This design comes from an exercise in tuning for small area, a short achievable clock period and few clock cycles per item on the open sky130 flow, not from production work. Function was checked by simulation only, so behaviour that the tests miss may differ from the original. Power figures rest on the tool's default switching activity, not on a simulated workload.

==> design.v <==
package wtok_pkg;
  localparam int unsigned LENGTH_WIDTH_DEF = 16;
  localparam logic [31:0] FNV_BASIS = 32'h811C_9DC5;
  localparam logic [31:0] FNV_PRIME = 32'h0100_0193;
  localparam logic [7:0] CHR_NUL = 8'h00;
  localparam logic [7:0] CHR_TAB = 8'h09;
  localparam logic [7:0] CHR_LF  = 8'h0A;
  localparam logic [7:0] CHR_VT  = 8'h0B;
  localparam logic [7:0] CHR_FF  = 8'h0C;
  localparam logic [7:0] CHR_CR  = 8'h0D;
  localparam logic [7:0] CHR_SP  = 8'h20;
  localparam logic [15:0] EOS_LENGTH = 16'd4;
  localparam int unsigned QUEUE_DEPTH = 4;
  localparam int unsigned QUEUE_PTR_W = $clog2(QUEUE_DEPTH);
  localparam int unsigned QUEUE_CNT_W = $clog2(QUEUE_DEPTH + 1);
  typedef struct packed {
    logic [7:0] data_byte;
    logic       end_of_input;
  } byte_t;
  typedef struct packed {
    logic [31:0] word_hash;
    logic [15:0] word_length;
    logic        is_eos;
    logic        last;
  } token_t;
  localparam int unsigned TOKEN_W = 50;  
  localparam logic [31:0] EOS_HASH = 32'hD79C_9359;
endpackage
import wtok_pkg::*;
module wtok_room (
  input  logic [1:0] cls,
  input  logic       in_word,
  input  logic [1:0] e_pre,
  input  logic       w_own,
  input  logic       e_post,
  input  logic       take,
  output logic       ok
);
  logic       e_front;
  logic [1:0] e_pre1;
  logic       w_own1;
  logic       e_post1;
  always_comb begin
    e_front = (e_pre != 2'd0);
    e_pre1  = e_pre;
    w_own1  = w_own;
    e_post1 = e_post;
    if (take) begin
      if (e_front) begin
        e_pre1 = e_pre - 2'd1;
      end else if (w_own) begin
        w_own1  = 1'b0;
        e_pre1  = {1'b0, e_post};
        e_post1 = 1'b0;
      end
    end
    case (cls)
      2'd1:    ok = in_word || !w_own;
      2'd2:    ok = in_word || (w_own1 ? !e_post1 : (e_pre1 != 2'd2));
      2'd3:    ok = 1'b1;
      default: ok = 1'b0;
    endcase
  end
endmodule
module word_tokenizer_fnv1a_hasher_top #(
  parameter int unsigned LENGTH_WIDTH = wtok_pkg::LENGTH_WIDTH_DEF
) (
  input  logic   clk,
  input  logic   rst,
  input  logic   byte_valid,
  output logic   byte_ready,
  input  wtok_pkg::byte_t  byte_data,
  output logic   token_valid,
  input  logic   token_ready,
  output wtok_pkg::token_t token_data
);
  localparam logic [1:0] C_NONE = 2'd0;
  localparam logic [1:0] C_WORD = 2'd1;
  localparam logic [1:0] C_LF   = 2'd2;
  localparam logic [1:0] C_END  = 2'd3;
  logic [1:0]  ib_cls;
  logic        ib_b7;
  logic                    in_word;
  logic [31:0]             hash_r;
  logic [LENGTH_WIDTH-1:0] len_r;
  logic                    last_r;
  logic [1:0]  e_pre;
  logic        w_own;
  logic        e_post;
  logic        rdy_nt;
  logic        rdy_t;
  logic        e_front;
  logic        word_end;
  logic        imm_w;
  logic        take;
  logic        w_now;       
  logic        w_give;      
  logic        ok;
  logic        hash_upd;
  logic        hash_clr;
  logic        byte_xfer;
  logic        in_space;
  logic [1:0]  in_cls;
  logic [6:0]  in_low;
  logic [31:0] mix_out;
  logic [31:0] mixed;
  logic [6:0]  hlo_n;
  logic        w_next_nt;   
  logic        w_next_t;    
  logic [1:0]  ib_cls_n;
  logic        in_word_n;
  logic [1:0]  e_pre_n;
  logic        w_own_n;
  logic        e_post_n;
  logic        ok_nt_n;
  logic        ok_t_n;
  assign e_front     = (e_pre != 2'd0);
  assign word_end    = in_word && ib_cls[1];
  assign imm_w       = word_end && !e_front;
  assign token_valid = e_front || w_own || imm_w;
  assign take        = token_valid && token_ready;
  assign token_data.word_hash   = e_front ? EOS_HASH : hash_r;
  assign token_data.word_length = e_front ? EOS_LENGTH : 16'(len_r);
  assign token_data.is_eos      = e_front;
  assign token_data.last        = e_front || (w_own ? last_r : ib_cls[0]);
  assign byte_ready = rdy_nt || (token_ready && rdy_t);
  assign byte_xfer  = byte_valid && byte_ready;
  wtok_room u_room (
    .cls(ib_cls), .in_word(in_word), .e_pre(e_pre), .w_own(w_own),
    .e_post(e_post), .take(take), .ok(ok)
  );
  always_comb begin
    w_now    = imm_w && token_ready;
    w_give   = take && !e_front && w_own;
    hash_upd = (ib_cls == C_WORD) && ok;
    hash_clr = w_now || w_give;
    in_space = (byte_data.data_byte == CHR_SP)  || (byte_data.data_byte == CHR_LF) ||
               (byte_data.data_byte == CHR_CR)  || (byte_data.data_byte == CHR_TAB) ||
               (byte_data.data_byte == CHR_VT)  || (byte_data.data_byte == CHR_FF) ||
               (byte_data.data_byte == CHR_NUL);
    if (byte_data.end_of_input)                 in_cls = C_END;
    else if (byte_data.data_byte == CHR_LF)     in_cls = C_LF;
    else if (in_space)                          in_cls = C_END;
    else                                        in_cls = C_WORD;
    in_low = byte_data.data_byte[6:0] ^ {7{byte_data.data_byte[7]}};
    if (byte_xfer)   ib_cls_n = in_cls;
    else if (ok)     ib_cls_n = C_NONE;
    else             ib_cls_n = ib_cls;
    e_pre_n   = e_pre;
    w_own_n   = w_own;
    e_post_n  = e_post;
    in_word_n = in_word;
    if (take && !imm_w) begin
      if (e_front) begin
        e_pre_n = e_pre - 2'd1;
      end else begin
        w_own_n  = 1'b0;
        e_pre_n  = {1'b0, e_post};
        e_post_n = 1'b0;
      end
    end
    if (ok) begin
      case (ib_cls)
        C_WORD: in_word_n = 1'b1;
        C_LF: begin
          in_word_n = 1'b0;
          if (in_word) begin
            if (w_now) begin
              e_pre_n  = e_pre_n + 2'd1;
            end else begin
              w_own_n  = 1'b1;
              e_post_n = 1'b1;
            end
          end else if (w_own_n) begin
            e_post_n = 1'b1;
          end else begin
            e_pre_n  = e_pre_n + 2'd1;
          end
        end
        C_END: begin
          in_word_n = 1'b0;
          if (in_word && !w_now) w_own_n = 1'b1;
        end
        default: ;
      endcase
    end
    mixed = mix_out;
    if (rst || hash_clr) hlo_n = FNV_BASIS[6:0];
    else if (hash_upd)   hlo_n = mixed[6:0];
    else                 hlo_n = hash_r[6:0];
    if (byte_xfer && in_cls == C_WORD) hlo_n = hlo_n ^ in_low;
    w_next_nt = w_own_n || (in_word_n && ib_cls_n[1]);
    w_next_t  = (e_pre_n != 2'd0) && w_next_nt;
  end
  fnv_mul u_mul (.x(hash_r), .e(ib_b7), .y(mix_out));
  wtok_room u_room_nt (
    .cls(ib_cls_n), .in_word(in_word_n), .e_pre(e_pre_n), .w_own(w_own_n),
    .e_post(e_post_n), .take(1'b0), .ok(ok_nt_n)
  );
  wtok_room u_room_t (
    .cls(ib_cls_n), .in_word(in_word_n), .e_pre(e_pre_n), .w_own(w_own_n),
    .e_post(e_post_n), .take(1'b1), .ok(ok_t_n)
  );
  always_ff @(posedge clk) begin
    if (rst) begin
      ib_cls  <= C_NONE;
      in_word <= 1'b0;
      e_pre   <= 2'd0;
      w_own   <= 1'b0;
      e_post  <= 1'b0;
      rdy_nt  <= 1'b1;
      rdy_t   <= 1'b1;
    end else begin
      ib_cls  <= ib_cls_n;
      in_word <= in_word_n;
      e_pre   <= e_pre_n;
      w_own   <= w_own_n;
      e_post  <= e_post_n;
      rdy_nt  <= ((ib_cls_n == C_NONE) || ok_nt_n) && !w_next_nt;
      rdy_t   <= ((ib_cls_n == C_NONE) || ok_t_n) && !w_next_t;
    end
  end
  always_ff @(posedge clk) begin
    if (byte_xfer) begin
      ib_b7 <= byte_data.data_byte[7];
    end
  end
  always_ff @(posedge clk) begin
    if (rst || hash_clr) begin
      hash_r[31:7] <= FNV_BASIS[31:7];
      len_r        <= '0;
    end else if (hash_upd) begin
      hash_r[31:7] <= mixed[31:7];
      if (len_r != '1) begin
        len_r <= len_r + LENGTH_WIDTH'(1);
      end
    end
  end
  always_ff @(posedge clk) begin
    hash_r[6:0] <= hlo_n;
  end
  always_ff @(posedge clk) begin
    if (ok && word_end && !w_now) begin
      last_r <= (ib_cls == C_END);
    end
  end
endmodule
module fnv_mul (
  input  logic [31:0] x,
  input  logic        e,
  output logic [31:0] y
);
  logic fs0;
  logic fc0;
  logic fs1;
  logic fc1;
  logic fs2;
  logic fc2;
  logic fs3;
  logic fc3;
  logic fs4;
  logic fc4;
  logic fs5;
  logic fc5;
  logic fs6;
  logic fc6;
  logic fs7;
  logic fc7;
  logic fs8;
  logic fc8;
  logic fs9;
  logic fc9;
  logic fs10;
  logic fc10;
  logic fs11;
  logic fc11;
  logic fs12;
  logic fc12;
  logic fs13;
  logic fc13;
  logic fs14;
  logic fc14;
  logic fs15;
  logic fc15;
  logic fs16;
  logic fc16;
  logic fs17;
  logic fc17;
  logic fs18;
  logic fc18;
  logic fs19;
  logic fc19;
  logic fs20;
  logic fc20;
  logic fs21;
  logic fc21;
  logic fs22;
  logic fc22;
  logic fs23;
  logic fc23;
  logic fs24;
  logic fc24;
  logic fs25;
  logic fc25;
  logic fs26;
  logic fc26;
  logic fs27;
  logic fc27;
  logic fs28;
  logic fc28;
  logic fs29;
  logic fc29;
  logic fs30;
  logic fc30;
  logic fs31;
  logic fc31;
  logic fs32;
  logic fc32;
  logic fs33;
  logic fc33;
  logic fs34;
  logic fc34;
  logic fs35;
  logic fc35;
  logic fs36;
  logic fc36;
  logic fs37;
  logic fc37;
  logic fs38;
  logic fc38;
  logic fs39;
  logic fc39;
  logic fs40;
  logic fc40;
  logic fs41;
  logic fc41;
  logic fs42;
  logic fc42;
  logic fs43;
  logic fc43;
  logic fs44;
  logic fc44;
  logic fs45;
  logic fc45;
  logic fs46;
  logic fc46;
  logic fs47;
  logic fc47;
  logic fs48;
  logic fc48;
  logic fs49;
  logic fc49;
  logic fs50;
  logic fc50;
  logic fs51;
  logic fc51;
  logic fs52;
  logic fc52;
  logic fs53;
  logic fc53;
  logic fs54;
  logic fc54;
  logic fs55;
  logic fc55;
  logic fs56;
  logic fc56;
  logic fs57;
  logic fc57;
  logic fs58;
  logic fc58;
  logic fs59;
  logic fc59;
  logic fs60;
  logic fc60;
  logic fs61;
  logic fc61;
  logic fs62;
  logic fc62;
  logic fs63;
  logic fc63;
  logic fs64;
  logic fc64;
  logic fs65;
  logic fc65;
  logic fs66;
  logic fc66;
  logic fs67;
  logic fc67;
  logic fs68;
  logic fc68;
  logic fs69;
  logic fc69;
  logic fs70;
  logic fc70;
  logic fs71;
  logic fc71;
  logic fs72;
  logic fc72;
  logic fs73;
  logic fc73;
  logic fs74;
  logic fc74;
  logic fs75;
  logic fc75;
  logic fs76;
  logic fc76;
  logic fs77;
  logic fc77;
  logic fs78;
  logic fc78;
  logic fs79;
  logic fc79;
  logic fs80;
  logic fc80;
  logic fs81;
  logic fc81;
  logic fs82;
  logic fc82;
  logic fs83;
  logic fc83;
  logic fs84;
  logic fc84;
  logic [31:0] ra, rb;
  assign fs0 = x[4] ^ x[3] ^ x[0];
  assign fc0 = (x[4] & x[3]) | (x[4] & x[0]) | (x[3] & x[0]);
  assign fs1 = x[5] ^ x[4] ^ x[1];
  assign fc1 = (x[5] & x[4]) | (x[5] & x[1]) | (x[4] & x[1]);
  assign fs2 = x[6] ^ x[5] ^ x[2];
  assign fc2 = (x[6] & x[5]) | (x[6] & x[2]) | (x[5] & x[2]);
  assign fs3 = x[7] ^ x[6] ^ x[3];
  assign fc3 = (x[7] & x[6]) | (x[7] & x[3]) | (x[6] & x[3]);
  assign fs4 = x[0] ^ e ^ fc2;
  assign fc4 = (x[0] & e) | (x[0] & fc2) | (e & fc2);
  assign fs5 = x[8] ^ x[7] ^ x[4];
  assign fc5 = (x[8] & x[7]) | (x[8] & x[4]) | (x[7] & x[4]);
  assign fs6 = x[1] ^ x[0] ^ e;
  assign fc6 = (x[1] & x[0]) | (x[1] & e) | (x[0] & e);
  assign fs7 = fc3 ^ fs5 ^ fs6;
  assign fc7 = (fc3 & fs5) | (fc3 & fs6) | (fs5 & fs6);
  assign fs8 = x[9] ^ x[8] ^ x[5];
  assign fc8 = (x[9] & x[8]) | (x[9] & x[5]) | (x[8] & x[5]);
  assign fs9 = x[2] ^ x[1] ^ fc5;
  assign fc9 = (x[2] & x[1]) | (x[2] & fc5) | (x[1] & fc5);
  assign fs10 = fc6 ^ fs8 ^ fc7;
  assign fc10 = (fc6 & fs8) | (fc6 & fc7) | (fs8 & fc7);
  assign fs11 = x[10] ^ x[9] ^ x[6];
  assign fc11 = (x[10] & x[9]) | (x[10] & x[6]) | (x[9] & x[6]);
  assign fs12 = x[3] ^ x[2] ^ fc8;
  assign fc12 = (x[3] & x[2]) | (x[3] & fc8) | (x[2] & fc8);
  assign fs13 = fs11 ^ fc9 ^ fs12;
  assign fc13 = (fs11 & fc9) | (fs11 & fs12) | (fc9 & fs12);
  assign fs14 = x[11] ^ x[10] ^ x[7];
  assign fc14 = (x[11] & x[10]) | (x[11] & x[7]) | (x[10] & x[7]);
  assign fs15 = x[4] ^ x[3] ^ fc11;
  assign fc15 = (x[4] & x[3]) | (x[4] & fc11) | (x[3] & fc11);
  assign fs16 = fs14 ^ fc12 ^ fs15;
  assign fc16 = (fs14 & fc12) | (fs14 & fs15) | (fc12 & fs15);
  assign fs17 = x[12] ^ x[11] ^ x[8];
  assign fc17 = (x[12] & x[11]) | (x[12] & x[8]) | (x[11] & x[8]);
  assign fs18 = x[5] ^ x[4] ^ fc14;
  assign fc18 = (x[5] & x[4]) | (x[5] & fc14) | (x[4] & fc14);
  assign fs19 = fs17 ^ fc15 ^ fs18;
  assign fc19 = (fs17 & fc15) | (fs17 & fs18) | (fc15 & fs18);
  assign fs20 = x[13] ^ x[12] ^ x[9];
  assign fc20 = (x[13] & x[12]) | (x[13] & x[9]) | (x[12] & x[9]);
  assign fs21 = x[6] ^ x[5] ^ fc17;
  assign fc21 = (x[6] & x[5]) | (x[6] & fc17) | (x[5] & fc17);
  assign fs22 = fs20 ^ fc18 ^ fs21;
  assign fc22 = (fs20 & fc18) | (fs20 & fs21) | (fc18 & fs21);
  assign fs23 = x[14] ^ x[13] ^ x[10];
  assign fc23 = (x[14] & x[13]) | (x[14] & x[10]) | (x[13] & x[10]);
  assign fs24 = x[7] ^ x[6] ^ fc20;
  assign fc24 = (x[7] & x[6]) | (x[7] & fc20) | (x[6] & fc20);
  assign fs25 = fs23 ^ fc21 ^ fs24;
  assign fc25 = (fs23 & fc21) | (fs23 & fs24) | (fc21 & fs24);
  assign fs26 = x[15] ^ x[14] ^ x[11];
  assign fc26 = (x[15] & x[14]) | (x[15] & x[11]) | (x[14] & x[11]);
  assign fs27 = x[8] ^ x[7] ^ fc23;
  assign fc27 = (x[8] & x[7]) | (x[8] & fc23) | (x[7] & fc23);
  assign fs28 = fs26 ^ fc24 ^ fs27;
  assign fc28 = (fs26 & fc24) | (fs26 & fs27) | (fc24 & fs27);
  assign fs29 = x[16] ^ x[15] ^ x[12];
  assign fc29 = (x[16] & x[15]) | (x[16] & x[12]) | (x[15] & x[12]);
  assign fs30 = x[9] ^ x[8] ^ fc26;
  assign fc30 = (x[9] & x[8]) | (x[9] & fc26) | (x[8] & fc26);
  assign fs31 = fs29 ^ fc27 ^ fs30;
  assign fc31 = (fs29 & fc27) | (fs29 & fs30) | (fc27 & fs30);
  assign fs32 = x[17] ^ x[16] ^ x[13];
  assign fc32 = (x[17] & x[16]) | (x[17] & x[13]) | (x[16] & x[13]);
  assign fs33 = x[10] ^ x[9] ^ fc29;
  assign fc33 = (x[10] & x[9]) | (x[10] & fc29) | (x[9] & fc29);
  assign fs34 = fs32 ^ fc30 ^ fs33;
  assign fc34 = (fs32 & fc30) | (fs32 & fs33) | (fc30 & fs33);
  assign fs35 = x[18] ^ x[17] ^ x[14];
  assign fc35 = (x[18] & x[17]) | (x[18] & x[14]) | (x[17] & x[14]);
  assign fs36 = x[11] ^ x[10] ^ fc32;
  assign fc36 = (x[11] & x[10]) | (x[11] & fc32) | (x[10] & fc32);
  assign fs37 = fs35 ^ fc33 ^ fs36;
  assign fc37 = (fs35 & fc33) | (fs35 & fs36) | (fc33 & fs36);
  assign fs38 = x[19] ^ x[18] ^ x[15];
  assign fc38 = (x[19] & x[18]) | (x[19] & x[15]) | (x[18] & x[15]);
  assign fs39 = x[12] ^ x[11] ^ fc35;
  assign fc39 = (x[12] & x[11]) | (x[12] & fc35) | (x[11] & fc35);
  assign fs40 = fs38 ^ fc36 ^ fs39;
  assign fc40 = (fs38 & fc36) | (fs38 & fs39) | (fc36 & fs39);
  assign fs41 = x[20] ^ x[19] ^ x[16];
  assign fc41 = (x[20] & x[19]) | (x[20] & x[16]) | (x[19] & x[16]);
  assign fs42 = x[13] ^ x[12] ^ fc38;
  assign fc42 = (x[13] & x[12]) | (x[13] & fc38) | (x[12] & fc38);
  assign fs43 = fs41 ^ fc39 ^ fs42;
  assign fc43 = (fs41 & fc39) | (fs41 & fs42) | (fc39 & fs42);
  assign fs44 = x[21] ^ x[20] ^ x[17];
  assign fc44 = (x[21] & x[20]) | (x[21] & x[17]) | (x[20] & x[17]);
  assign fs45 = x[14] ^ x[13] ^ fc41;
  assign fc45 = (x[14] & x[13]) | (x[14] & fc41) | (x[13] & fc41);
  assign fs46 = fs44 ^ fc42 ^ fs45;
  assign fc46 = (fs44 & fc42) | (fs44 & fs45) | (fc42 & fs45);
  assign fs47 = x[22] ^ x[21] ^ x[18];
  assign fc47 = (x[22] & x[21]) | (x[22] & x[18]) | (x[21] & x[18]);
  assign fs48 = x[15] ^ x[14] ^ fc44;
  assign fc48 = (x[15] & x[14]) | (x[15] & fc44) | (x[14] & fc44);
  assign fs49 = fs47 ^ fc45 ^ fs48;
  assign fc49 = (fs47 & fc45) | (fs47 & fs48) | (fc45 & fs48);
  assign fs50 = x[23] ^ x[22] ^ x[19];
  assign fc50 = (x[23] & x[22]) | (x[23] & x[19]) | (x[22] & x[19]);
  assign fs51 = x[16] ^ x[15] ^ fc47;
  assign fc51 = (x[16] & x[15]) | (x[16] & fc47) | (x[15] & fc47);
  assign fs52 = fs50 ^ fc48 ^ fs51;
  assign fc52 = (fs50 & fc48) | (fs50 & fs51) | (fc48 & fs51);
  assign fs53 = x[24] ^ x[23] ^ x[20];
  assign fc53 = (x[24] & x[23]) | (x[24] & x[20]) | (x[23] & x[20]);
  assign fs54 = x[17] ^ x[16] ^ x[0];
  assign fc54 = (x[17] & x[16]) | (x[17] & x[0]) | (x[16] & x[0]);
  assign fs55 = e ^ fc50 ^ fs53;
  assign fc55 = (e & fc50) | (e & fs53) | (fc50 & fs53);
  assign fs56 = fs54 ^ fc51 ^ fs55;
  assign fc56 = (fs54 & fc51) | (fs54 & fs55) | (fc51 & fs55);
  assign fs57 = x[25] ^ x[24] ^ x[21];
  assign fc57 = (x[25] & x[24]) | (x[25] & x[21]) | (x[24] & x[21]);
  assign fs58 = x[18] ^ x[17] ^ x[1];
  assign fc58 = (x[18] & x[17]) | (x[18] & x[1]) | (x[17] & x[1]);
  assign fs59 = fc53 ^ fc54 ^ fs57;
  assign fc59 = (fc53 & fc54) | (fc53 & fs57) | (fc54 & fs57);
  assign fs60 = fs58 ^ fc55 ^ fs59;
  assign fc60 = (fs58 & fc55) | (fs58 & fs59) | (fc55 & fs59);
  assign fs61 = x[26] ^ x[25] ^ x[22];
  assign fc61 = (x[26] & x[25]) | (x[26] & x[22]) | (x[25] & x[22]);
  assign fs62 = x[19] ^ x[18] ^ x[2];
  assign fc62 = (x[19] & x[18]) | (x[19] & x[2]) | (x[18] & x[2]);
  assign fs63 = fc57 ^ fc58 ^ fs61;
  assign fc63 = (fc57 & fc58) | (fc57 & fs61) | (fc58 & fs61);
  assign fs64 = fs62 ^ fc59 ^ fs63;
  assign fc64 = (fs62 & fc59) | (fs62 & fs63) | (fc59 & fs63);
  assign fs65 = x[27] ^ x[26] ^ x[23];
  assign fc65 = (x[27] & x[26]) | (x[27] & x[23]) | (x[26] & x[23]);
  assign fs66 = x[20] ^ x[19] ^ x[3];
  assign fc66 = (x[20] & x[19]) | (x[20] & x[3]) | (x[19] & x[3]);
  assign fs67 = fc61 ^ fc62 ^ fs65;
  assign fc67 = (fc61 & fc62) | (fc61 & fs65) | (fc62 & fs65);
  assign fs68 = fs66 ^ fc63 ^ fs67;
  assign fc68 = (fs66 & fc63) | (fs66 & fs67) | (fc63 & fs67);
  assign fs69 = x[28] ^ x[27] ^ x[24];
  assign fc69 = (x[28] & x[27]) | (x[28] & x[24]) | (x[27] & x[24]);
  assign fs70 = x[21] ^ x[20] ^ x[4];
  assign fc70 = (x[21] & x[20]) | (x[21] & x[4]) | (x[20] & x[4]);
  assign fs71 = fc65 ^ fc66 ^ fs69;
  assign fc71 = (fc65 & fc66) | (fc65 & fs69) | (fc66 & fs69);
  assign fs72 = fs70 ^ fc67 ^ fs71;
  assign fc72 = (fs70 & fc67) | (fs70 & fs71) | (fc67 & fs71);
  assign fs73 = x[29] ^ x[28] ^ x[25];
  assign fc73 = (x[29] & x[28]) | (x[29] & x[25]) | (x[28] & x[25]);
  assign fs74 = x[22] ^ x[21] ^ x[5];
  assign fc74 = (x[22] & x[21]) | (x[22] & x[5]) | (x[21] & x[5]);
  assign fs75 = fc69 ^ fc70 ^ fs73;
  assign fc75 = (fc69 & fc70) | (fc69 & fs73) | (fc70 & fs73);
  assign fs76 = fs74 ^ fc71 ^ fs75;
  assign fc76 = (fs74 & fc71) | (fs74 & fs75) | (fc71 & fs75);
  assign fs77 = x[30] ^ x[29] ^ x[26];
  assign fc77 = (x[30] & x[29]) | (x[30] & x[26]) | (x[29] & x[26]);
  assign fs78 = x[23] ^ x[22] ^ x[6];
  assign fc78 = (x[23] & x[22]) | (x[23] & x[6]) | (x[22] & x[6]);
  assign fs79 = fc73 ^ fc74 ^ fs77;
  assign fc79 = (fc73 & fc74) | (fc73 & fs77) | (fc74 & fs77);
  assign fs80 = fs78 ^ fc75 ^ fs79;
  assign fc80 = (fs78 & fc75) | (fs78 & fs79) | (fc75 & fs79);
  assign fs81 = x[31] ^ x[30] ^ x[27];
  assign fc81 = (x[31] & x[30]) | (x[31] & x[27]) | (x[30] & x[27]);
  assign fs82 = x[24] ^ x[23] ^ x[7];
  assign fc82 = (x[24] & x[23]) | (x[24] & x[7]) | (x[23] & x[7]);
  assign fs83 = fc77 ^ fc78 ^ fs81;
  assign fc83 = (fc77 & fc78) | (fc77 & fs81) | (fc78 & fs81);
  assign fs84 = fs82 ^ fc79 ^ fs83;
  assign fc84 = (fs82 & fc79) | (fs82 & fs83) | (fc79 & fs83);
  assign ra[0] = x[0];
  assign rb[0] = e;
  assign ra[1] = x[1];
  assign rb[1] = x[0];
  assign ra[2] = x[2];
  assign rb[2] = x[1];
  assign ra[3] = x[3];
  assign rb[3] = x[2];
  assign ra[4] = e;
  assign rb[4] = fs0;
  assign ra[5] = fc0;
  assign rb[5] = fs1;
  assign ra[6] = fc1;
  assign rb[6] = fs2;
  assign ra[7] = fs3;
  assign rb[7] = fs4;
  assign ra[8] = fc4;
  assign rb[8] = fs7;
  assign ra[9] = fs9;
  assign rb[9] = fs10;
  assign ra[10] = fc10;
  assign rb[10] = fs13;
  assign ra[11] = fc13;
  assign rb[11] = fs16;
  assign ra[12] = fc16;
  assign rb[12] = fs19;
  assign ra[13] = fc19;
  assign rb[13] = fs22;
  assign ra[14] = fc22;
  assign rb[14] = fs25;
  assign ra[15] = fc25;
  assign rb[15] = fs28;
  assign ra[16] = fc28;
  assign rb[16] = fs31;
  assign ra[17] = fc31;
  assign rb[17] = fs34;
  assign ra[18] = fc34;
  assign rb[18] = fs37;
  assign ra[19] = fc37;
  assign rb[19] = fs40;
  assign ra[20] = fc40;
  assign rb[20] = fs43;
  assign ra[21] = fc43;
  assign rb[21] = fs46;
  assign ra[22] = fc46;
  assign rb[22] = fs49;
  assign ra[23] = fc49;
  assign rb[23] = fs52;
  assign ra[24] = fc52;
  assign rb[24] = fs56;
  assign ra[25] = fc56;
  assign rb[25] = fs60;
  assign ra[26] = fc60;
  assign rb[26] = fs64;
  assign ra[27] = fc64;
  assign rb[27] = fs68;
  assign ra[28] = fc68;
  assign rb[28] = fs72;
  assign ra[29] = fc72;
  assign rb[29] = fs76;
  assign ra[30] = fc76;
  assign rb[30] = fs80;
  assign ra[31] = fc80;
  assign rb[31] = fs84;
  logic [31:0] g0, p0;
  assign g0 = ra & rb;
  assign p0 = ra ^ rb;
  logic gc0;
  assign gc0 = g0[0] | (p0[0] & e);
  logic gn1, pn1;
  assign gn1 = g0[1] | (p0[1] & gc0);
  assign pn1 = p0[1] & p0[0];
  logic gn2, pn2;
  assign gn2 = g0[3] | (p0[3] & g0[2]);
  assign pn2 = p0[3] & p0[2];
  logic gn3, pn3;
  assign gn3 = g0[5] | (p0[5] & g0[4]);
  assign pn3 = p0[5] & p0[4];
  logic gn4, pn4;
  assign gn4 = g0[7] | (p0[7] & g0[6]);
  assign pn4 = p0[7] & p0[6];
  logic gn5, pn5;
  assign gn5 = g0[9] | (p0[9] & g0[8]);
  assign pn5 = p0[9] & p0[8];
  logic gn6, pn6;
  assign gn6 = g0[11] | (p0[11] & g0[10]);
  assign pn6 = p0[11] & p0[10];
  logic gn7, pn7;
  assign gn7 = g0[13] | (p0[13] & g0[12]);
  assign pn7 = p0[13] & p0[12];
  logic gn8, pn8;
  assign gn8 = g0[15] | (p0[15] & g0[14]);
  assign pn8 = p0[15] & p0[14];
  logic gn9, pn9;
  assign gn9 = g0[17] | (p0[17] & g0[16]);
  assign pn9 = p0[17] & p0[16];
  logic gn10, pn10;
  assign gn10 = g0[19] | (p0[19] & g0[18]);
  assign pn10 = p0[19] & p0[18];
  logic gn11, pn11;
  assign gn11 = g0[21] | (p0[21] & g0[20]);
  assign pn11 = p0[21] & p0[20];
  logic gn12, pn12;
  assign gn12 = g0[23] | (p0[23] & g0[22]);
  assign pn12 = p0[23] & p0[22];
  logic gn13, pn13;
  assign gn13 = g0[25] | (p0[25] & g0[24]);
  assign pn13 = p0[25] & p0[24];
  logic gn14, pn14;
  assign gn14 = g0[27] | (p0[27] & g0[26]);
  assign pn14 = p0[27] & p0[26];
  logic gn15, pn15;
  assign gn15 = g0[29] | (p0[29] & g0[28]);
  assign pn15 = p0[29] & p0[28];
  logic gn16, pn16;
  assign gn16 = g0[31] | (p0[31] & g0[30]);
  assign pn16 = p0[31] & p0[30];
  logic gn17, pn17;
  assign gn17 = g0[2] | (p0[2] & gn1);
  assign pn17 = p0[2] & pn1;
  logic gn18, pn18;
  assign gn18 = gn2 | (pn2 & gn1);
  assign pn18 = pn2 & pn1;
  logic gn19, pn19;
  assign gn19 = g0[6] | (p0[6] & gn3);
  assign pn19 = p0[6] & pn3;
  logic gn20, pn20;
  assign gn20 = gn4 | (pn4 & gn3);
  assign pn20 = pn4 & pn3;
  logic gn21, pn21;
  assign gn21 = g0[10] | (p0[10] & gn5);
  assign pn21 = p0[10] & pn5;
  logic gn22, pn22;
  assign gn22 = gn6 | (pn6 & gn5);
  assign pn22 = pn6 & pn5;
  logic gn23, pn23;
  assign gn23 = g0[14] | (p0[14] & gn7);
  assign pn23 = p0[14] & pn7;
  logic gn24, pn24;
  assign gn24 = gn8 | (pn8 & gn7);
  assign pn24 = pn8 & pn7;
  logic gn25, pn25;
  assign gn25 = g0[18] | (p0[18] & gn9);
  assign pn25 = p0[18] & pn9;
  logic gn26, pn26;
  assign gn26 = gn10 | (pn10 & gn9);
  assign pn26 = pn10 & pn9;
  logic gn27, pn27;
  assign gn27 = g0[22] | (p0[22] & gn11);
  assign pn27 = p0[22] & pn11;
  logic gn28, pn28;
  assign gn28 = gn12 | (pn12 & gn11);
  assign pn28 = pn12 & pn11;
  logic gn29, pn29;
  assign gn29 = g0[26] | (p0[26] & gn13);
  assign pn29 = p0[26] & pn13;
  logic gn30, pn30;
  assign gn30 = gn14 | (pn14 & gn13);
  assign pn30 = pn14 & pn13;
  logic gn31, pn31;
  assign gn31 = g0[30] | (p0[30] & gn15);
  assign pn31 = p0[30] & pn15;
  logic gn32, pn32;
  assign gn32 = gn16 | (pn16 & gn15);
  assign pn32 = pn16 & pn15;
  logic gn33, pn33;
  assign gn33 = g0[4] | (p0[4] & gn18);
  assign pn33 = p0[4] & pn18;
  logic gn34, pn34;
  assign gn34 = gn3 | (pn3 & gn18);
  assign pn34 = pn3 & pn18;
  logic gn35, pn35;
  assign gn35 = gn19 | (pn19 & gn18);
  assign pn35 = pn19 & pn18;
  logic gn36, pn36;
  assign gn36 = gn20 | (pn20 & gn18);
  assign pn36 = pn20 & pn18;
  logic gn37, pn37;
  assign gn37 = g0[12] | (p0[12] & gn22);
  assign pn37 = p0[12] & pn22;
  logic gn38, pn38;
  assign gn38 = gn7 | (pn7 & gn22);
  assign pn38 = pn7 & pn22;
  logic gn39, pn39;
  assign gn39 = gn23 | (pn23 & gn22);
  assign pn39 = pn23 & pn22;
  logic gn40, pn40;
  assign gn40 = gn24 | (pn24 & gn22);
  assign pn40 = pn24 & pn22;
  logic gn41, pn41;
  assign gn41 = g0[20] | (p0[20] & gn26);
  assign pn41 = p0[20] & pn26;
  logic gn42, pn42;
  assign gn42 = gn11 | (pn11 & gn26);
  assign pn42 = pn11 & pn26;
  logic gn43, pn43;
  assign gn43 = gn27 | (pn27 & gn26);
  assign pn43 = pn27 & pn26;
  logic gn44, pn44;
  assign gn44 = gn28 | (pn28 & gn26);
  assign pn44 = pn28 & pn26;
  logic gn45, pn45;
  assign gn45 = g0[28] | (p0[28] & gn30);
  assign pn45 = p0[28] & pn30;
  logic gn46, pn46;
  assign gn46 = gn15 | (pn15 & gn30);
  assign pn46 = pn15 & pn30;
  logic gn47, pn47;
  assign gn47 = gn31 | (pn31 & gn30);
  assign pn47 = pn31 & pn30;
  logic gn48, pn48;
  assign gn48 = gn32 | (pn32 & gn30);
  assign pn48 = pn32 & pn30;
  logic gn49, pn49;
  assign gn49 = g0[8] | (p0[8] & gn36);
  assign pn49 = p0[8] & pn36;
  logic gn50, pn50;
  assign gn50 = gn5 | (pn5 & gn36);
  assign pn50 = pn5 & pn36;
  logic gn51, pn51;
  assign gn51 = gn21 | (pn21 & gn36);
  assign pn51 = pn21 & pn36;
  logic gn52, pn52;
  assign gn52 = gn22 | (pn22 & gn36);
  assign pn52 = pn22 & pn36;
  logic gn53, pn53;
  assign gn53 = gn37 | (pn37 & gn36);
  assign pn53 = pn37 & pn36;
  logic gn54, pn54;
  assign gn54 = gn38 | (pn38 & gn36);
  assign pn54 = pn38 & pn36;
  logic gn55, pn55;
  assign gn55 = gn39 | (pn39 & gn36);
  assign pn55 = pn39 & pn36;
  logic gn56, pn56;
  assign gn56 = gn40 | (pn40 & gn36);
  assign pn56 = pn40 & pn36;
  logic gn57, pn57;
  assign gn57 = g0[24] | (p0[24] & gn44);
  assign pn57 = p0[24] & pn44;
  logic gn58, pn58;
  assign gn58 = gn13 | (pn13 & gn44);
  assign pn58 = pn13 & pn44;
  logic gn59, pn59;
  assign gn59 = gn29 | (pn29 & gn44);
  assign pn59 = pn29 & pn44;
  logic gn60, pn60;
  assign gn60 = gn30 | (pn30 & gn44);
  assign pn60 = pn30 & pn44;
  logic gn61, pn61;
  assign gn61 = gn45 | (pn45 & gn44);
  assign pn61 = pn45 & pn44;
  logic gn62, pn62;
  assign gn62 = gn46 | (pn46 & gn44);
  assign pn62 = pn46 & pn44;
  logic gn63, pn63;
  assign gn63 = gn47 | (pn47 & gn44);
  assign pn63 = pn47 & pn44;
  logic gn64, pn64;
  assign gn64 = gn48 | (pn48 & gn44);
  assign pn64 = pn48 & pn44;
  logic gn65, pn65;
  assign gn65 = g0[16] | (p0[16] & gn56);
  assign pn65 = p0[16] & pn56;
  logic gn66, pn66;
  assign gn66 = gn9 | (pn9 & gn56);
  assign pn66 = pn9 & pn56;
  logic gn67, pn67;
  assign gn67 = gn25 | (pn25 & gn56);
  assign pn67 = pn25 & pn56;
  logic gn68, pn68;
  assign gn68 = gn26 | (pn26 & gn56);
  assign pn68 = pn26 & pn56;
  logic gn69, pn69;
  assign gn69 = gn41 | (pn41 & gn56);
  assign pn69 = pn41 & pn56;
  logic gn70, pn70;
  assign gn70 = gn42 | (pn42 & gn56);
  assign pn70 = pn42 & pn56;
  logic gn71, pn71;
  assign gn71 = gn43 | (pn43 & gn56);
  assign pn71 = pn43 & pn56;
  logic gn72, pn72;
  assign gn72 = gn44 | (pn44 & gn56);
  assign pn72 = pn44 & pn56;
  logic gn73, pn73;
  assign gn73 = gn57 | (pn57 & gn56);
  assign pn73 = pn57 & pn56;
  logic gn74, pn74;
  assign gn74 = gn58 | (pn58 & gn56);
  assign pn74 = pn58 & pn56;
  logic gn75, pn75;
  assign gn75 = gn59 | (pn59 & gn56);
  assign pn75 = pn59 & pn56;
  logic gn76, pn76;
  assign gn76 = gn60 | (pn60 & gn56);
  assign pn76 = pn60 & pn56;
  logic gn77, pn77;
  assign gn77 = gn61 | (pn61 & gn56);
  assign pn77 = pn61 & pn56;
  logic gn78, pn78;
  assign gn78 = gn62 | (pn62 & gn56);
  assign pn78 = pn62 & pn56;
  logic gn79, pn79;
  assign gn79 = gn63 | (pn63 & gn56);
  assign pn79 = pn63 & pn56;
  logic gn80, pn80;
  assign gn80 = gn64 | (pn64 & gn56);
  assign pn80 = pn64 & pn56;
  logic [31:0] pe;
  assign pe = p0 ^ {32{e}};
  assign y[0] = pe[0] ^ e;
  assign y[1] = pe[1] ^ gc0;
  assign y[2] = pe[2] ^ gn1;
  assign y[3] = pe[3] ^ gn17;
  assign y[4] = pe[4] ^ gn18;
  assign y[5] = pe[5] ^ gn33;
  assign y[6] = pe[6] ^ gn34;
  assign y[7] = pe[7] ^ gn35;
  assign y[8] = pe[8] ^ gn36;
  assign y[9] = pe[9] ^ gn49;
  assign y[10] = pe[10] ^ gn50;
  assign y[11] = pe[11] ^ gn51;
  assign y[12] = pe[12] ^ gn52;
  assign y[13] = pe[13] ^ gn53;
  assign y[14] = pe[14] ^ gn54;
  assign y[15] = pe[15] ^ gn55;
  assign y[16] = pe[16] ^ gn56;
  assign y[17] = pe[17] ^ gn65;
  assign y[18] = pe[18] ^ gn66;
  assign y[19] = pe[19] ^ gn67;
  assign y[20] = pe[20] ^ gn68;
  assign y[21] = pe[21] ^ gn69;
  assign y[22] = pe[22] ^ gn70;
  assign y[23] = pe[23] ^ gn71;
  assign y[24] = pe[24] ^ gn72;
  assign y[25] = pe[25] ^ gn73;
  assign y[26] = pe[26] ^ gn74;
  assign y[27] = pe[27] ^ gn75;
  assign y[28] = pe[28] ^ gn76;
  assign y[29] = pe[29] ^ gn77;
  assign y[30] = pe[30] ^ gn78;
  assign y[31] = pe[31] ^ gn79;
endmodule
==> flow/run.sh <==
#!/bin/bash
# Layout flow: the standard flow, with two changes between its steps.
#  1. After the standard synthesis, flow/fapol.py re-chooses the polarity of
#     each full adder cell (a full adder is self-dual) to drop the inverters
#     that Yosys's adder extraction leaves between them, and turns an xor2
#     with one inverted input into an xnor2 (or back). Registers and all
#     other cells are untouched.
#  2. Ports are buffered with sky130_fd_sc_hd__buf_1 instead of the
#     flow's default buffer cell (every port still gets its own buffer).
# Each tool's output goes to a log file of its own in this folder.
set -euo pipefail
R=orfs/results/sky130hd/word_tokenizer_fnv1a_hasher_top/base
bash standard.sh synth > 1_standard_synth.log 2>&1
cp $R/1_2_yosys.v 1_2_yosys.standard.v
python3 flow/fapol.py 1_2_yosys.standard.v $R/1_2_yosys.v > 2_fapol.log 2>&1
touch $R/1_2_yosys.v
bash standard.sh BUFFER_PORTS_ARGS="-buffer_cell sky130_fd_sc_hd__buf_1" finish > 3_standard_finish.log 2>&1
==> flow/fapol.py <==
#!/usr/bin/env python3
"""Choose the polarity of each full adder cell in a Yosys netlist so that as
few inverters as possible remain.

A full adder is self-dual: complementing its three inputs complements its sum
and carry. Yosys's adder extraction leaves many inverters between full
adders; this picks, for every fa cell, whether to build it on complemented
inputs (giving complemented outputs), then rebuilds the inverters: at most
one per signal, from the signal's net. Only inverters are removed or added
and only fa inputs are rewired; registers and all other cells are unchanged.

usage: fapol.py IN.v OUT.v
"""
import re, sys, random

src = open(sys.argv[1]).read()
m = re.search(r'^module\s+(\S+)\((.*?)\);\n', src, re.M | re.S)
head_end = m.end()
end_mod = src.rindex('endmodule')
body = src[head_end:end_mod]

decl_re = re.compile(r'^\s*(input|output|inout|wire)\s+(\[\d+:\d+\]\s+)?(\S+)\s*;\s*$', re.M)
inst_re = re.compile(r'^\s*(sky130_fd_sc_hd__\w+)\s+(\S+)\s*\((.*?)\);\s*$', re.M | re.S)
pin_re = re.compile(r'\.(\w+)\(\s*(.*?)\s*\)\s*(?:,|$)', re.S)

decls = []
ports = set()
for d in decl_re.finditer(body):
    decls.append(d.group(0))
    if d.group(1) in ('output',):
        rng = d.group(2)
        name = d.group(3)
        if rng:
            hi, lo = map(int, re.findall(r'\d+', rng))
            for i in range(min(hi, lo), max(hi, lo) + 1):
                ports.add(f'{name}[{i}]')
        else:
            ports.add(name)

OUTPINS = {'X', 'Y', 'Q', 'Q_N', 'SUM', 'COUT', 'HI', 'LO'}
cells = []
for c in inst_re.finditer(body):
    typ, name, pins = c.group(1), c.group(2), c.group(3)
    conn = {}
    for p in pin_re.finditer(pins):
        conn[p.group(1)] = p.group(2).strip()
    cells.append({'type': typ, 'name': name, 'conn': conn})

def is_inv(c):
    return re.match(r'sky130_fd_sc_hd__(clk)?inv_\d+$', c['type']) is not None

def norm(n):
    return n.strip()

driver = {}
for c in cells:
    for p, n in c['conn'].items():
        if p in OUTPINS:
            driver[norm(n)] = (c, p)

# inverters that drive a port stay as they are (treated as ordinary cells)
invs = [c for c in cells if is_inv(c) and norm(c['conn']['Y']) not in ports]
inv_set = set(id(c) for c in invs)

def resolve(n):
    n = norm(n); p = 0
    while n in driver and id(driver[n][0]) in inv_set:
        n = norm(driver[n][0]['conn']['A']); p ^= 1
    return n, p

fas = [c for c in cells if c['type'].startswith('sky130_fd_sc_hd__fa_')]
fa_idx = {id(c): i for i, c in enumerate(fas)}
sig_fa = {}                      # signal net -> fa index that drives it
for i, c in enumerate(fas):
    sig_fa[norm(c['conn']['SUM'])] = i
    sig_fa[norm(c['conn']['COUT'])] = i

# consumers: (cell, pin, signal, polarity)
cons = []
for c in cells:
    if id(c) in inv_set:
        continue
    for p, n in c['conn'].items():
        if p in OUTPINS:
            continue
        s, pol = resolve(n)
        cons.append((c, p, s, pol))
# signals that reach a port other than through kept cells: freeze their fa
frozen = set()
for n in ports:
    s, pol = resolve(n)
    if s in sig_fa and (s != norm(n)):
        frozen.add(sig_fa[s])

by_sig = {}
for k, (c, p, s, pol) in enumerate(cons):
    by_sig.setdefault(s, []).append(k)
fa_sigs = [set() for _ in fas]
for k, (c, p, s, pol) in enumerate(cons):
    if id(c) in fa_idx:
        fa_sigs[fa_idx[id(c)]].add(s)
    if s in sig_fa:
        fa_sigs[sig_fa[s]].add(s)

flip = [0] * len(fas)

def is_xor(c):
    return re.match(r'sky130_fd_sc_hd__x(n)?or2_\d+$', c['type']) is not None

def sig_cost(s):
    phi = flip[sig_fa[s]] if s in sig_fa else 0
    for k in by_sig.get(s, []):
        c, p, _, pol = cons[k]
        if is_xor(c):
            continue
        eff = pol ^ (flip[fa_idx[id(c)]] if id(c) in fa_idx else 0)
        if eff != phi:
            return 1
    return 0

def total():
    return sum(sig_cost(s) for s in by_sig)

before = total()
random.seed(1)
best_flip, best = list(flip), before
for restart in range(30):
    flip[:] = [0] * len(fas) if restart == 0 else [random.randint(0, 1) if i not in frozen else 0 for i in range(len(fas))]
    order = list(range(len(fas)))
    for rnd in range(60):
        improved = False
        random.shuffle(order)
        for i in order:
            if i in frozen:
                continue
            old = sum(sig_cost(s) for s in fa_sigs[i])
            flip[i] ^= 1
            new = sum(sig_cost(s) for s in fa_sigs[i])
            if new < old:
                improved = True
            elif new == old and random.random() < 0.3:
                pass
            else:
                flip[i] ^= 1
        if not improved and rnd > 15:
            break
    cur = total()
    if cur < best:
        best, best_flip = cur, list(flip)
flip[:] = best_flip
after = total()

def esc(n):
    n = norm(n)
    return n + ' ' if n.startswith('\\') else n

# rebuild: drop resolved inverters, one new inverter per signal that needs it
inv_of = {}
new_wires, new_cells = [], []
kept_inv_type = {}
for c in invs:
    s, _ = resolve(c['conn']['Y'])
    kept_inv_type.setdefault(s, c['type'])
cnt = 0
def inv_net(s):
    global cnt
    if s not in inv_of:
        cnt += 1
        w = f'_fapol_{cnt}_'
        inv_of[s] = w
        new_wires.append(f'  wire {w};')
        t = kept_inv_type.get(s, 'sky130_fd_sc_hd__inv_1')
        new_cells.append(f'  {t} _fapol_inv_{cnt}_ (\n    .A({esc(s)}),\n    .Y({w})\n  );')
    return inv_of[s]

swap = {}
for k, (c, p, s, pol) in enumerate(cons):
    phi = flip[sig_fa[s]] if s in sig_fa else 0
    eff = pol ^ (flip[fa_idx[id(c)]] if id(c) in fa_idx else 0)
    if is_xor(c):
        c['conn'][p] = s
        if eff != phi:
            swap[id(c)] = swap.get(id(c), 0) ^ 1
        continue
    c['conn'][p] = s if eff == phi else inv_net(s)
n_swap = 0
for c in cells:
    if swap.get(id(c)):
        n_swap += 1
        m2 = re.match(r'sky130_fd_sc_hd__(x(?:n)?or2)_(\d+)$', c['type'])
        kind, drive = m2.group(1), m2.group(2)
        if kind == 'xor2':
            c['type'] = f'sky130_fd_sc_hd__xnor2_{drive}'
            c['conn'] = {('Y' if q == 'X' else q): n for q, n in c['conn'].items()}
        else:
            c['type'] = f'sky130_fd_sc_hd__xor2_{drive}'
            c['conn'] = {('X' if q == 'Y' else q): n for q, n in c['conn'].items()}

dead = set(norm(c['conn']['Y']) for c in invs)
out = [src[:head_end]]
for d in decls:
    mm = decl_re.match(d)
    if mm.group(1) == 'wire' and not mm.group(2) and norm(mm.group(3)) in dead:
        continue
    out.append(d + '\n')
out += [w + '\n' for w in new_wires]
for c in cells:
    if id(c) in inv_set:
        continue
    pins = ',\n'.join(f'    .{p}({esc(n)})' for p, n in c['conn'].items())
    out.append(f"  {c['type']} {c['name']} (\n{pins}\n  );\n")
out += [x + '\n' for x in new_cells]
out.append(src[end_mod:])
open(sys.argv[2], 'w').write(''.join(out))
print(f'fapol: {len(fas)} full adders, {sum(flip)} flipped, {len(frozen)} frozen, {n_swap} xor/xnor swapped; '
      f'inverters {len(invs)} -> {len(inv_of)} (signal cost {before} -> {after})')
==> standard.sh <==
#!/bin/bash
# synth_recipe.tcl (not shown) runs the flow's synth.tcl, then flattens the netlist and writes it again
# the make line also repeats each setting of config.mk as NAME=value (left out here)
make -C /OpenROAD-flow-scripts/flow DESIGN_CONFIG=/design/flow/config.mk WORK_HOME=/design/flow/orfs CLKGATE_MAP_FILE= SYNTH_SCRIPT=/design/flow/synth_recipe.tcl "${@:-finish}"
==> config.mk <==
export PLATFORM = sky130hd
export DESIGN_NAME = word_tokenizer_fnv1a_hasher_top
export DESIGN_NICKNAME = word_tokenizer_fnv1a_hasher_top
export VERILOG_FILES = /design/flow/design.v
export SDC_FILE = /design/flow/constraint.sdc
export NUM_CORES = 4
export LEC_CHECK = 0
export ABC_AREA = 1
export CAP_MARGIN = 20
export CORE_MARGIN = 2
export CORE_UTILIZATION = 40
export CTS_BUF_LIST = sky130_fd_sc_hd__clkbuf_8
export CTS_CLUSTER_SIZE = 20
export PLACE_DENSITY = 0.8
export SETUP_SLACK_MARGIN = 2.8
export SLEW_MARGIN = 20
==> constraint.sdc <==
create_clock -name core_clock -period 6.5 [get_ports {clk}]
set_input_delay 1.3000 -clock core_clock [delete_from_list [all_inputs] [get_ports {clk}]]
set_output_delay 1.3000 -clock core_clock [all_outputs]
set_load 0.01 [all_outputs]
==> summary.txt, run 1 <==
CTS:
- The clock transition at the register clock pins on the worst setup and hold paths after CTS is around 0.08 ns.
- The tree built by TritonCTS fans out to approximately 60 sinks.
- The worst-case clock buffer depth is 2.
- The number of buffers created by CTS is 9.
- CTS placed an instance of clkbuf_8 at the clock tree root.
- The clock tree from TritonCTS is done.
- The H-tree was split into 3 levels.
- At the later pin of the worst-skew pair, clock insertion delay measures ~0.37 ns.

STA:
- The maximum achievable frequency is 277 MHz.
- Setup violations remaining at the end of the flow were counted as 0.
- The post-layout minimum cycle time is around 3.6 ns.
- The largest clock skew in the final design is between 0.01 and 0.015 ns.
- The worst path setup slack after routing is ~2.9 ns.
- The count of endpoints failing hold in the final timing report is 0.
- In this run the tightest slew margin relative to its limit is 0.383.
- Setup repair after global routing could not meet its margin everywhere.
- Adding up every negative setup slack in the final design gives 0 ns.
- In the finished design, the share of the clock period the worst path needs comes to 0.555.
- For the pin with the worst max-slew slack, the measured transition is between 0.9 and 1 ns.
- The final count of pins violating max slew is 0.

Setup path:
- Among all stages on the critical path, the largest delay is contributed by fa_1.
- Walking the worst path, the cells encountered are buf_12 > fa_1 > fa_2 > fa_1 > ha_1 > nand2_1 > o21ai_1 > inv_1 > nor2_1 > a211oi_2 > nand2_2 > buf_6 > nand3_1 > nand2_1 > xor2_1 > o21ai_1.
- STA classifies the critical path startpoint as a flip-flop.
- The cell type group with the largest total delay on the critical path is adder cells.
- The stage delay of the slowest cell on the critical path is just over 0.5 ns.
- The startpoint-to-endpoint class of the critical path is flip-flop to flip-flop.
- The required time reported for the critical path endpoint is between 6 and 7 ns.
- The top fanout value on the critical path is 7.
- The worst setup path is captured at a flip-flop.
- The count of buffer and inverter cells on the critical path is 3.
- At the worst endpoint, the arrival time is around 3.8 ns.

Job:
- Across the run, the number of max-cap violations was 0.

Synth:
- The number of nets in the synthesized netlist is between 900 and 1k.
- The Yosys warning count is 2.
- A synthesized cell averages 7.97 µm².
- After synthesis the cells add up to about 0.0065 mm².
- The instance count of the mapped netlist is a little over 800.

Global route:
- The number of global-route vias before repair was about 5.6k.
- The wire length of the first global-routing pass is 26800 µm.
- The initial antenna violation count came to 0.
- The maximum number of pins on one net before global-route repair is 43.
- The total overflow reported by the global router is 0.
- Across every metal layer, demand over resource in global routing totals 0.191.

Routing:
- The detailed-routing iteration count for the pre-antenna-repair pass is 7.
- The detail-routed via count per cell is around 5.
- The count of unresolved DRC violations after routing is 0.
- In the final routed layout, each cell accounts on average for roughly 15 µm.
- After the first detailed-routing iteration, the DRC count stood at between 300 and 400.
- The routed layout has about 5.6k vias.
- For this block, the routed nets add up to around 16000 µm of wire.
- The count of nets left with antenna violations after detail routing is 0.

Floorplan:
- The area of the die is roughly 0.017 mm².
- The initialized floorplan defines 46 standard-cell rows.
- The floorplan step set the die width to between 100 and 150 µm.
- During I/O placement, the number of pins put on the boundary was between 60 and 70.
- The die height is 132 µm.
- The initial standard-cell utilization of the core is 0.410.
- In this run the standard cell core region covers about 0.016 mm².

Cells and area:
- The layout net count is just over 1k.
- The library cell used most frequently in the layout, excluding fill and tap cells, is nand2_1.
- The fraction of layout instances using a drive strength above 1 is 0.111.
- In the layout the commonest cells are 130 x nand2_1, 110 x inv_1, 79 x fa_1.
- The synthesis-to-finish area growth is 13.6%.
- 0 antenna diodes ended up in the layout.

Status:
- The run finished with no timing, DRC or antenna violations.

Placement:
- In this run the tool buffered the top-level ports with 64 buffer cells.
- The worst setup slack before clock tree synthesis is between 2 and 2.5 ns.
- The wire-length estimate of the detail-placed layout is ~12000 µm.
- The routability-driven placement congestion ratio is between 0.9 and 1.

Pwr:
- The maximum vdd ir drop is around 140 µV.
- The power density over the cells is between 300 and 400 mW/mm².
- For this design the static power due to leakage is ~3.2 nW.

Hold path:
- The class of the tightest hold or removal check is flip-flop to flip-flop.
metal layers:
layer | share of wire | global-route usage | vias to the layer above
li1 | - | - | 2755
met1 | 0.44 | 0.243 | 2644
met2 | 0.48 | 0.319 | 158
met3 | 0.057 | 0.0374 | 35
met4 | 0.026 | 0.0761 | 0
met5 | 0 | 0 | -
through the flow:
stage               total power [mW]  instances  hold WS, ns   util  instance area, µm²
floorplan                       1.79        817        0.461      -                6510
global placement                2.04       1078        0.482  0.438                6950
detailed placement              2.08       1078        0.491  0.438                6950
CTS                             2.46       1098        0.502  0.455                7230
global route                    2.85       1106        0.519  0.466                7400
finish                          2.58       1106        0.506  0.466                7400
sequential cells by signal, indices dropped and copies added, names as in the netlist:
signal / cells
last_r: 1
ib_b7: 1
len_r: 16
ib_cls: 2
hash_r: 32
in_word: 1
w_own: 1
rdy_nt: 1
e_post: 1
rdy_t: 1
e_pre: 2
path summary, 6_finish.rpt:
| kind | depth (start not counted) | start | slack [ns] | to |
|---|---|---|---|---|
| min | 2 | len_r[8] | 0.51 | len_r[8] |
| max | 16 | ib_b7 | 2.89 | hash_r[31] |
| min reg2reg | 2 | len_r[8] | 0.51 | len_r[8] |
| max reg2reg | 16 | ib_b7 | 2.89 | hash_r[31] |
worst min-delay path: stages (launching register included):
cell     delay, ns
dfxtp_1       0.32
inv_1         0.08
a21oi_1       0.06
repair_timing:
| item | 4_1_cts | 5_1_grt |
|---|---|---|
| resized for setup | 19 | 39 |
| buffers inserted | 3 | 8 |
| gates cloned | 1 | 0 |
| pin swaps | 2 | 3 |
| setup endpoints to repair | 16 | 16 |
| hold buffers | 0 | 0 |
power by group:
group / internal (mW) / switching [mW] / total (mW)
Sequential: 0.383 / 0.0577 / 0.441
Combinational: 0.824 / 1.01 / 1.83
Clock: 0.136 / 0.170 / 0.305
layout make-up:
cell class / instances / area [µm²]
Clock inverter: 7 / 46.3
Multi-Input combinational cell: 626 / 4900
Clock buffer: 9 / 124
Sequential cell: 59 / 1240
Fill cell: 1567 / 8490
Timing Repair Buffer: 79 / 398
Tap cell: 216 / 270
Inverter: 110 / 413
Testbench counts, summed over its fixed seeds: cycles 24,016, bytes 24,000.
==> inputs of run 2 (changes only) <==
--- a/config.mk
+++ b/config.mk
@@ -11,6 +11,6 @@
 export CORE_UTILIZATION = 40
 export CTS_BUF_LIST = sky130_fd_sc_hd__clkbuf_8
 export CTS_CLUSTER_SIZE = 20
-export PLACE_DENSITY = 0.8
+export PLACE_DENSITY = 0.9
 export SETUP_SLACK_MARGIN = 2.8
 export SLEW_MARGIN = 20
==> run 2 against run 1 <==
Die area stayed put. First-iteration DRC count is 11% higher. Routed wire length is 7.4% higher. Cell count stayed put. Sequential cell count stayed put. Fmax is 0.30% lower. Worst setup slack worse by 0.011 ns. Global-route usage is 0.80 points higher. Clock power is 26% higher. Sequential power hardly changed. Total power is 10% higher. Clock-buffer cell count stayed put. Still clean on timing, DRC and antenna.
==> summary.txt, run 2 <==
CTS:
- The cts-stage hold buffer count was 0 (unchanged).
- The number of buffers created by CTS is 9 (unchanged).
- The clock transition at the register clock pins on the worst setup and hold paths after CTS came to 0.08 ns (about the same).
- The sink count of the clock tree is 59 (unchanged).
- TritonCTS built the clock tree.
- The library cell used as clock root buffer is clkbuf_8.
- The worst-case clock buffer depth is 2 (unchanged).
- The number of levels in the clock H-tree is 3 (unchanged).
- The clock insertion delay at the later pin of the skew report is 0.38 ns (about the same).

Hold path:
- The number of stages on the worst hold path is 2 (unchanged).
- The class of the tightest hold or removal check is flip-flop to flip-flop.
- The startpoint of the lowest-slack hold path is len_r[8].
- For hold timing, the worst endpoint is len_r[8].

Floorplan:
- The row count is 46 (unchanged).
- The placeable core region is 0.0159 mm² (unchanged).
- The top-level port count was 65 (unchanged).
- The initial standard-cell utilization of the core came to 0.410 (unchanged).
- The die height is 132 µm (unchanged).
- The width of the die is 132 µm (unchanged).
- The area of the die is 0.0173 mm² (unchanged).

Pwr:
- The combinational group share of total power came to 0.709 (-0.002).
- The sequential power share is 0.155 (-0.016).
- The power dissipated by switching net loads came to 1.34 mW (+8.4%).
- The fraction of power consumed by the clock network is 0.136 (+0.018).
- The internal power of the cells was 1.50 mW (+12%).
- The switching share of power is 0.472 (-0.00748).
- The maximum vdd ir drop is 172 µV (+25%).
- The final total power is 2.84 mW (+10%).
- The power density over the cells is 378 mW/mm² (+8.5%).
- The leakage component of the power is 3.20 nW (+1.2%).

Setup path:
- The launch point of the worst reg-to-reg path is ib_b7.
- STA classifies the critical path startpoint as a flip-flop.
- The worst path arrival time is 3.93 ns (+0.09 ns).
- The required time reported for the critical path endpoint is 6.82 ns (+0.09 ns).
- The top fanout value on the critical path was 5 (-2).
- Walking the worst path, the cells encountered are buf_12 > fa_1 > fa_2 > fa_1 > ha_4 > a21oi_4 > o21ai_1 > inv_1 > nor2_2 > a211oi_2 > nand2_2 > buf_4 > a21oi_1 > xnor2_1 > nand2_1 > nand2_1.
- The internal reg-to-reg setup slack is 2.88 ns (about the same).
- The slowest cell on the critical path is fa_1.
- The start point of the critical path is ib_b7.
- The endpoint kind of the worst setup timing path is a flip-flop.
- The critical path is of the flip-flop to flip-flop type.
- The endpoint identified for the worst register-to-register timing path is hash_r[18].
- The number of cell instances on the worst register-to-register path was 16 (unchanged).
- The stage delay of the slowest cell on the critical path is 0.53 ns (+0.02 ns).

Synth:
- The average cell area after synthesis is 7.97 µm² (unchanged).
- The synthesized cell area is 0.00651 mm² (unchanged).
- The number of nets in the synthesized netlist was 949 (unchanged).
- The instance count of the mapped netlist is 817 (unchanged).
- The Yosys warning count was 2 (unchanged).

Job:
- The count of maximum capacitance violations is 0 (unchanged).

Global route:
- The initial antenna violation count is 0 (unchanged).
- The total overflow reported by the global router is 0 (unchanged).
- The number of global-route vias before repair is 5866 (+5.6%).
- The total routing usage reported by global routing is 0.199 (+0.00796).
- The wire length of the first global-routing pass is 28000 µm (+4.6%).
- The maximum number of pins on one net before global-route repair is 43 (unchanged).

STA:
- The transition time of the tightest slew-check pin is 0.869 ns (-0.0555 ns).
- The post-route worst hold slack is 0.511 ns (+0.00504 ns).
- The post-layout minimum cycle time was 3.62 ns (+0.0107 ns).
- The final count of pins violating max slew is 0 (unchanged).
- Setup repair after global routing could not meet its margin everywhere.
- The largest clock skew in the final design is 0.0117 ns (-0.00196 ns).
- The maximum achievable frequency is 276 MHz (-0.30%).
- The count of endpoints failing hold in the final timing report was 0 (unchanged).
- The portion of the clock cycle consumed by the worst path in the final layout is 0.557 (+0.00165).
- The worst slew slack as a fraction of its limit is 0.420 (+0.0370).
- The count of endpoints failing setup in the final report is 0 (unchanged).
- The final-layout setup total negative slack is 0 ns (unchanged).

Status:
- The flow ran to the end and the layout has no timing, DRC or antenna violations.

Routing:
- The count of nets left with antenna violations after detail routing was 0 (unchanged).
- The detail-routed via count per cell is 5.26 (+4.1%).
- The detailed-routing iteration count for the pre-antenna-repair pass is 5 (-2).
- The total via count after detailed routing is 5820 (+4.1%).
- The count of unresolved DRC violations after routing is 0 (unchanged).
- The average wire per standard cell was 15.6 µm (+7.4%).
- The first-iteration detailed-routing DRC count is 404 (+11%).
- The final routed wirelength across all metal layers is 17300 µm (+7.4%).

Cells and area:
- The library cells used most frequently in the layout, excluding fill and tap cells, are 134 x nand2_1, 109 x inv_1, 79 x fa_1.
- Leaving out fill and tap cells, the most frequent cell in the layout is nand2_1.
- The area occupied by registers was 0.00125 mm² (+0.71%).
- The fraction of layout instances using a drive strength above 1 is 0.117 (+0.00562).
- The number of flip-flops under the largest register name is 32 (unchanged).
- The number of diodes is 0 (unchanged).
- The layout net count is 1017 (unchanged).
- The multi-input combinational cell area came to 0.00496 mm² (+1.1%).
- The register ranked first by flip-flop count is hash_r.
- The largest registers in the layout are hash_r: 32 flops, len_r: 16 flops.
- The layout filler cell count was 1468 (-6.3%).
- From synthesis to final layout, the design area changed by 15.4%.

Placement:
- The routability-driven placement congestion ratio is 0.939 (+1.1%).
- The number of port buffers came to 64 (unchanged).
- The half-perimeter wire length after placement was 12400 µm (+5.0%).
-- run 2: cell count changes in the layout (fill, tap and decap cells not counted), sizes merged --
cell      change
clkinvlp      -3
bufinv        +2
clkinv        +2
inv           -1
-- run 2: layout make-up --
type / instances / share of cell area
Timing Repair Buffer: 79 / 0.0536
Inverter: 110 / 0.0550
Clock inverter: 7 / 0.0123
Tap cell: 216 / 0.0360
Clock buffer: 9 / 0.0165
Multi-Input combinational cell: 626 / 0.660
Sequential cell: 59 / 0.166
-- run 2: through the flow --
stage,utilization,cells,area [µm²],setup WS [ns]
after floorplan,-,817,6510,3.01
after global placement,0.438,1078,6950,2.45
after detailed placement,0.438,1078,6950,2.26
after CTS,0.460,1098,7300,2.80
after global routing,0.473,1106,7510,2.78
final,0.473,1106,7510,2.88
-- run 2: layer usage --
layer	vias up	global-route usage	routed length [µm]
met4	0	0.0731	487
li1	2752	-	-
met3	51	0.0478	1200
met1	2754	0.235	6890
met5	-	0	0
met2	263	0.351	8720
-- run 2: worst max path at each step --
stage	endpoint	slack, ns	cells past startpoint
3_5_place_dp	hash_r[21]	2.26	19
5_1_grt	hash_r[18]	2.78	15
2_1_floorplan	hash_r[17]	3.01	14
3_3_place_gp	hash_r[21]	2.45	19
6_report	hash_r[18]	2.88	16
4_1_cts	hash_r[25]	2.80	19
-- run 2: timing repair --
| action | CTS | global route |
|---|---|---|
| resized for setup | 25 | 39 |
| pin swaps | 1 | 5 |
| gates cloned | 1 | 0 |
| setup endpoints to repair | 16 | 16 |
| buffers inserted | 3 | 8 |
-- run 2: power by group through the flow --
| stage | combinational [mW] | sequential, mW | clock [mW] |
|---|---|---|---|
| floorplan | 1.36 | 0.431 | 0 |
| CTS | 1.76 | 0.442 | 0.389 |
| global placement | 1.57 | 0.447 | 0 |
| finish | 2.01 | 0.442 | 0.385 |
| detailed placement | 1.66 | 0.449 | 0 |
| global route | 2.20 | 0.449 | 0.406 |
-- run 2: worst max-delay path, delay by kind of cell (launching register included) --
kind | cells | cell delay [ns]
AOI/OAI and AO/OA | 4 | 0.57
xor gates and xnor gates | 1 | 0.16
adders and majority gates | 4 | 1.61
DFF | 1 | 0.44
and+or+nand+nor | 4 | 0.34
buffers and inverters | 3 | 0.44
==> inputs of run 3 (changes only) <==
--- a/config.mk
+++ b/config.mk
@@ -11,6 +11,6 @@
 export CORE_UTILIZATION = 40
 export CTS_BUF_LIST = sky130_fd_sc_hd__clkbuf_8
 export CTS_CLUSTER_SIZE = 20
-export PLACE_DENSITY = 0.9
+export PLACE_DENSITY = 0.7
 export SETUP_SLACK_MARGIN = 2.8
 export SLEW_MARGIN = 20
==> run 3 against run 2 <==
Still clean. Hold slack lost 0.010 ns. Combinational power decreased by 6%. Worst setup slack gained 0.015 ns. Routed wire length decreased by 8.6%. Clock skew fell by 0.0024 ns. Fmax is 0.42% higher. Largest cell class unchanged. Largest power group unchanged.
==> summary.txt, run 3 <==
Setup path:
- STA classifies the critical path startpoint as a flip-flop.
- The internal reg-to-reg setup slack is 2.90 ns (+0.02 ns).
- The critical path goes through buf_12 > fa_1 > fa_2 > fa_1 > ha_4 > a21oi_2 > o21ai_1 > inv_1 > nor2_2 > a211oi_2 > nand2_2 > buf_4 > nand3_1 > nand2_1 > a21oi_2 > o21ai_1 > nand2_1.
- The startpoint-to-endpoint class of the critical path is flip-flop to flip-flop.
- The top fanout value on the critical path is 4 (-1).
- In this run the critical register-to-register path is launched from ib_b7.
- The endpoint kind of the worst setup timing path is a flip-flop.
- The worst path arrival time is 3.91 ns (-0.02 ns).
- The critical path depth is 17 (+1).
- The required time reported for the critical path endpoint was 6.81 ns (about the same).
- The stage delay of the slowest cell on the critical path was 0.56 ns (+0.03 ns).

CTS:
- The number of buffers created by CTS came to 9 (unchanged).
- The clock tree from TritonCTS is done.
- The cts-stage hold buffer count is 0 (unchanged).
- The number of levels in the clock H-tree is 3 (unchanged).
- The clock insertion delay at the later pin of the skew report came to 0.37 ns (about the same).

Hold path:
- The number of stages on the worst hold path is 2 (unchanged).
- For hold timing, the worst endpoint is len_r[1].

Routing:
- The detail-routed via count per cell came to 4.93 (-6.2%).
- The total via count after detailed routing is 5458 (-6.2%).
- The met1 layer wirelength in the final routing is 7060 µm (+2.5%).
- The highest layer touched by signal routing is met4.
- The final routed wirelength across all metal layers was 15800 µm (-8.6%).
- The routed wire length on met3 is 777 µm (-35%).
- The first-iteration detailed-routing DRC count is 240 (-41%).

STA:
- The count of endpoints failing setup in the final report is 0 (unchanged).
- The transition time of the tightest slew-check pin was 0.880 ns (+0.0106 ns).
- Setup repair after global routing could not meet its margin everywhere.
- The post-layout minimum cycle time came to 3.60 ns (-0.0153 ns).
- The post-route worst hold slack was 0.500 ns (-0.0102 ns).
- The count of endpoints failing hold in the final timing report is 0 (unchanged).
- The final count of pins violating max slew was 0 (unchanged).
- The maximum achievable frequency is 278 MHz (+0.42%).
- The final-layout setup total negative slack came to 0 ns (unchanged).

Cells and area:
- In the final layout, the registers with the most flip-flops are hash_r: 32 flops, len_r: 16 flops.
- Ranked by flip-flop count, first place goes to hash_r.
- The layout filler cell count came to 1576 (+7.4%).
- In the layout the commonest cells are 133 x nand2_1, 109 x inv_1, 80 x fa_1.
- The most common cell after layout, fill and taps aside is nand2_1.

Status:
- The flow ran to the end and the layout has no timing, DRC or antenna violations.

Placement:
- The number of port buffers is 64 (unchanged).
- The half-perimeter wire length after placement is 11600 µm (-6.4%).
- The routability-driven placement congestion ratio is 0.936 (-0.31%).

Floorplan:
- The placeable core region came to 0.0159 mm² (unchanged).
- The area of the die is 0.0173 mm² (unchanged).

Synth:
- The instance count of the mapped netlist is 817 (unchanged).

Pwr:
- The maximum vdd ir drop is 171 µV (-0.45%).
- The power density over the cells was 363 mW/mm² (-4.0%).

Job:
- The count of maximum capacitance violations is 0 (unchanged).
==> run 3: worst max path at each step <==
stage | slack [ns] | to | start
after floorplan | 3.01 | hash_r[17] | ib_b7
after global routing | 2.68 | hash_r[25] | ib_b7
after global placement | 2.41 | hash_r[21] | ib_b7
final | 2.90 | hash_r[19] | ib_b7
after detailed placement | 2.35 | hash_r[21] | ib_b7
after CTS | 2.82 | hash_r[29] | hash_r[20]
==> run 3: worst min-delay path: stages (launching register included) <==
cell and delay [ns]:
dfxtp_1 0.33, inv_1 0.07, a21oi_1 0.06
==> run 3: cell type report <==
class / instances / area, µm² / area share
flip-flops and latches: 59 / 1240 / 0.166
multi-input cells: 626 / 4930 / 0.661
clock inverters: 7 / 92.6 / 0.0124
repair buffers: 79 / 392 / 0.0525
well taps: 216 / 270 / 0.0362
clock buffers: 9 / 124 / 0.0166
inverters: 110 / 413 / 0.0553
==> run 3: power breakdown <==
part	switching, mW	internal (mW)
registers	0.0568	0.383
logic	1.04	0.854
clock network	0.167	0.214
total	1.26	1.45
==> run 3: through the flow <==
stage | power (mW) | instances | util | setup slack (ns) | cell area [µm²]
2_1_floorplan | 1.79 | 817 | - | 3.01 | 6510
3_3_place_gp | 2.06 | 1078 | 0.438 | 2.41 | 6950
3_5_place_dp | 2.08 | 1078 | 0.438 | 2.35 | 6950
4_1_cts | 2.54 | 1098 | 0.458 | 2.82 | 7280
5_1_grt | 2.98 | 1106 | 0.470 | 2.68 | 7460
6_report | 2.71 | 1106 | 0.470 | 2.90 | 7460
==> run 3: repair_timing <==
item | in CTS | in global routing
cloned | 1 | 1
buffers inserted | 3 | 7
pin swaps | 1 | 9
endpoints found under the hold margin | 0 | 0
setup endpoints to repair | 16 | 15
resized for setup | 24 | 38
==> run 3: per-layer routing <==
layer,up-vias,global-route usage
li1,2742,-
met1,2581,0.241
met2,112,0.326
met3,23,0.0343
met4,0,0.0598
met5,-,0
